What follows belongs to an exercise in optimizing a design on an open flow for small area; a production flow would make more cautious choices. Function was checked by simulation only, so behaviour that the tests miss may differ from the original. No activity file was given, so power comes from the tool's default toggle rates.

==> inputs of run Y <==
==> flow/design.v <==
module regfile_mp #(
  parameter int XLEN = 32,
  parameter int NREG = 32,
  parameter int NRD  = 2,
  localparam int AW  = $clog2(NREG)
) (
  input  logic                iClk,
  input  logic                iRstN,
  input  logic                iWriteEn,
  input  logic [AW-1:0]       iRdAddr,
  input  logic [XLEN-1:0]     iWriteData,
  input  logic                iIssueEn,
  input  logic [AW-1:0]       iIssueRd,
  input  logic [NRD-1:0]      iReadEn,
  input  logic [NRD*AW-1:0]   iRsAddr,
  output logic [NRD*XLEN-1:0] oRsData,
  output logic [NRD-1:0]      oRsBusy,
  output logic [NREG-1:0]     oBusyVec
);
  logic [XLEN-1:0] regs_reg [NREG];
  logic [NREG-1:0] busy_reg;
  logic [NREG-1:0] valid_reg;
  logic [NREG-1:0] wr_dec;
  logic [NREG-1:0] iss_dec;
  logic [NREG-1:0] rd_ok;
  always_comb begin
    for (int r = 0; r < NREG; r++) begin
      wr_dec[r]  = iWriteEn && (iRdAddr == AW'(r)) && (r != 0);
      iss_dec[r] = iIssueEn && (iIssueRd == AW'(r)) && (r != 0);
    end
  end
  always_ff @(posedge iClk) begin
    for (int r = 1; r < NREG; r++) begin
      if (wr_dec[r]) regs_reg[r] <= iWriteData;
    end
  end
  always_ff @(posedge iClk or negedge iRstN) begin
    if (!iRstN) begin
      busy_reg  <= '0;
      valid_reg <= '0;
    end else begin
      busy_reg  <= (busy_reg & ~wr_dec) | iss_dec;
      valid_reg <= valid_reg | wr_dec;
    end
  end
  assign oBusyVec = {busy_reg[NREG-1:1], 1'b0};
  assign rd_ok = valid_reg & ~wr_dec;
  genvar gi, gb;
  generate
    for (gi = 0; gi < NRD; gi++) begin : g_rd
      logic [AW-1:0]   rd_addr;
      logic            rd_hit;
      logic            byp;
      logic [NREG-1:0] dsel;
      assign rd_addr = iRsAddr[gi*AW +: AW];
      assign rd_hit  = iReadEn[gi] && (rd_addr != '0);
      assign byp     = iRstN && rd_hit && iWriteEn && (iRdAddr == rd_addr);
      always_comb begin
        for (int r = 0; r < NREG; r++) begin
          dsel[r] = iReadEn[gi] && (rd_addr == AW'(r)) && rd_ok[r];
        end
      end
      assign oRsBusy[gi] = rd_hit && (byp ? (iIssueEn && (iIssueRd == rd_addr))
                                          : busy_reg[rd_addr]);
      for (gb = 0; gb < XLEN; gb++) begin : g_bit
        logic [NREG-1:0] col;
        for (genvar r = 1; r < NREG; r++) begin : g_col
          assign col[r] = regs_reg[r][gb];
        end
        assign col[0] = iWriteData[gb];
        rf_rdbit u_bit (
          .sel ({dsel[NREG-1:1], byp}),
          .d   (col),
          .y   (oRsData[gi*XLEN + gb])
        );
      end
    end
  endgenerate
endmodule
module rf_rdbit (
  input  logic [31:0] sel,
  input  logic [31:0] d,
  output logic        y
);
  logic [9:0] p;
  for (genvar g = 0; g < 10; g++) begin : g_aoi
    rf_aoi222 u (.a1(sel[3*g]), .a2(d[3*g]), .b1(sel[3*g+1]), .b2(d[3*g+1]),
                 .c1(sel[3*g+2]), .c2(d[3*g+2]), .y(p[g]));
  end
  logic [1:0] t;
  rf_nand2 u_t0 (.a(sel[30]), .b(d[30]), .y(t[0]));
  rf_nand2 u_t1 (.a(sel[31]), .b(d[31]), .y(t[1]));
  logic [2:0] q;
  rf_nand4 u_n0 (.a(p[0]), .b(p[1]), .c(p[2]), .d(p[3]), .y(q[0]));
  rf_nand4 u_n1 (.a(p[4]), .b(p[5]), .c(p[6]), .d(p[7]), .y(q[1]));
  rf_nand4 u_n2 (.a(p[8]), .b(p[9]), .c(t[0]), .d(t[1]), .y(q[2]));
  rf_or3   u_o  (.a(q[0]), .b(q[1]), .c(q[2]), .y(y));
endmodule
module rf_aoi222 (input logic a1, a2, b1, b2, c1, c2, output logic y);
  assign y = ~((a1 & a2) | (b1 & b2) | (c1 & c2));
endmodule
module rf_nand4 (input logic a, b, c, d, output logic y);
  assign y = ~(a & b & c & d);
endmodule
module rf_nand2 (input logic a, b, output logic y);
  assign y = ~(a & b);
endmodule
module rf_or3 (input logic a, b, c, output logic y);
  assign y = a | b | c;
endmodule
==> flow/flow/run.sh <==
#!/bin/bash
set -euo pipefail
CTS="-sink_clustering_enable -repair_clock_nets -dont_use_dummy_load"
CTS="$CTS -sink_clustering_size 30 -sink_clustering_max_diameter 80"
CTS="$CTS -buf_list {sky130_fd_sc_hd__clkbuf_8 sky130_fd_sc_hd__clkbuf_16}"
bash standard.sh \
  "BUFFER_PORTS_ARGS=-buffer_cell sky130_fd_sc_hd__buf_1" \
  "CTS_ARGS=$CTS" \
  RECOVER_POWER=100 \
  finish > flow_make.log 2>&1
==> flow/standard.sh <==
#!/bin/bash
# synth_recipe.tcl (not shown) runs the flow's synth.tcl, then flattens the netlist and writes it again
# the make line also repeats each setting of config.mk as NAME=value (left out here)
make -C /OpenROAD-flow-scripts/flow DESIGN_CONFIG=/design/flow/config.mk WORK_HOME=/design/flow/orfs CLKGATE_MAP_FILE= SYNTH_SCRIPT=/design/flow/synth_recipe.tcl "${@:-finish}"
==> flow/config.mk <==
export PLATFORM = sky130hd
export DESIGN_NAME = regfile_mp
export DESIGN_NICKNAME = regfile_mp
export VERILOG_FILES = /design/flow/design.v
export SDC_FILE = /design/flow/constraint.sdc
export NUM_CORES = 4
export LEC_CHECK = 0
export CAP_MARGIN = 20
export CORE_MARGIN = 2
export CORE_UTILIZATION = 60
export PLACE_DENSITY = 0.7
export SETUP_SLACK_MARGIN = 0.2
export SLEW_MARGIN = 20
export SYNTH_HIERARCHICAL = 1
==> flow/constraint.sdc <==
create_clock -name core_clock -period 6.0 [get_ports {iClk}]
set_input_delay 1.2000 -clock core_clock [delete_from_list [all_inputs] [get_ports {iClk}]]
set_output_delay 1.2000 -clock core_clock [all_outputs]
set_load 0.01 [all_outputs]
==> inputs of run B, as changes to run Y <==
--- a/flow/flow/run.sh
+++ b/flow/flow/run.sh
@@ -6,5 +6,4 @@
 bash standard.sh \
   "BUFFER_PORTS_ARGS=-buffer_cell sky130_fd_sc_hd__buf_1" \
   "CTS_ARGS=$CTS" \
-  RECOVER_POWER=100 \
   finish > flow_make.log 2>&1
==> notes <==
- Sequential power is about the same in run Y and run B.
- Between run Y and run B, the lower utilization is in run Y (gap 0.30 points).
- Routed wire length is about the same in run Y and run B.
- Against run Y, the setup slack of run B is better by 0.077 ns.
- In clock power, run B and run Y hardly differ.
- In synthesized cell count, run B and run Y do not differ.
- In total power, run Y and run B hardly differ.
- Run Y finished but failed the layout checks on max-capacitance violations, max-slew violations. Run B finished clean.

==> what the ideal ports hide <==
In the flow no input, the clock included, has a driving cell. The finished layouts below were timed again as built, in two steps. Step 1, drivers: a clkbuf_16 drives iClk and a buf_2 each remaining input, both assumed. Step 2 moves the port delays by t, midway between the first and last clock arrival at a register: inputs arrive t later, outputs are due t later. That takes back most of the time a late clock gives input paths. Slacks: no drivers / after step 1 / after step 2; pairs: no drivers / after step 1.
run | shift t [ns] | setup slack, ns | latest minus earliest clock arrival (ns)
run Y | 0.680 | 0.169 / 0.144 / 0.144 | 0.068 / 0.068
run B | 0.681 | 0.246 / 0.220 / 0.220 | 0.069 / 0.069
The setup slack of run B, which loses most, moves by -0.026 ns with the drivers and by -0.026 ns with both steps.
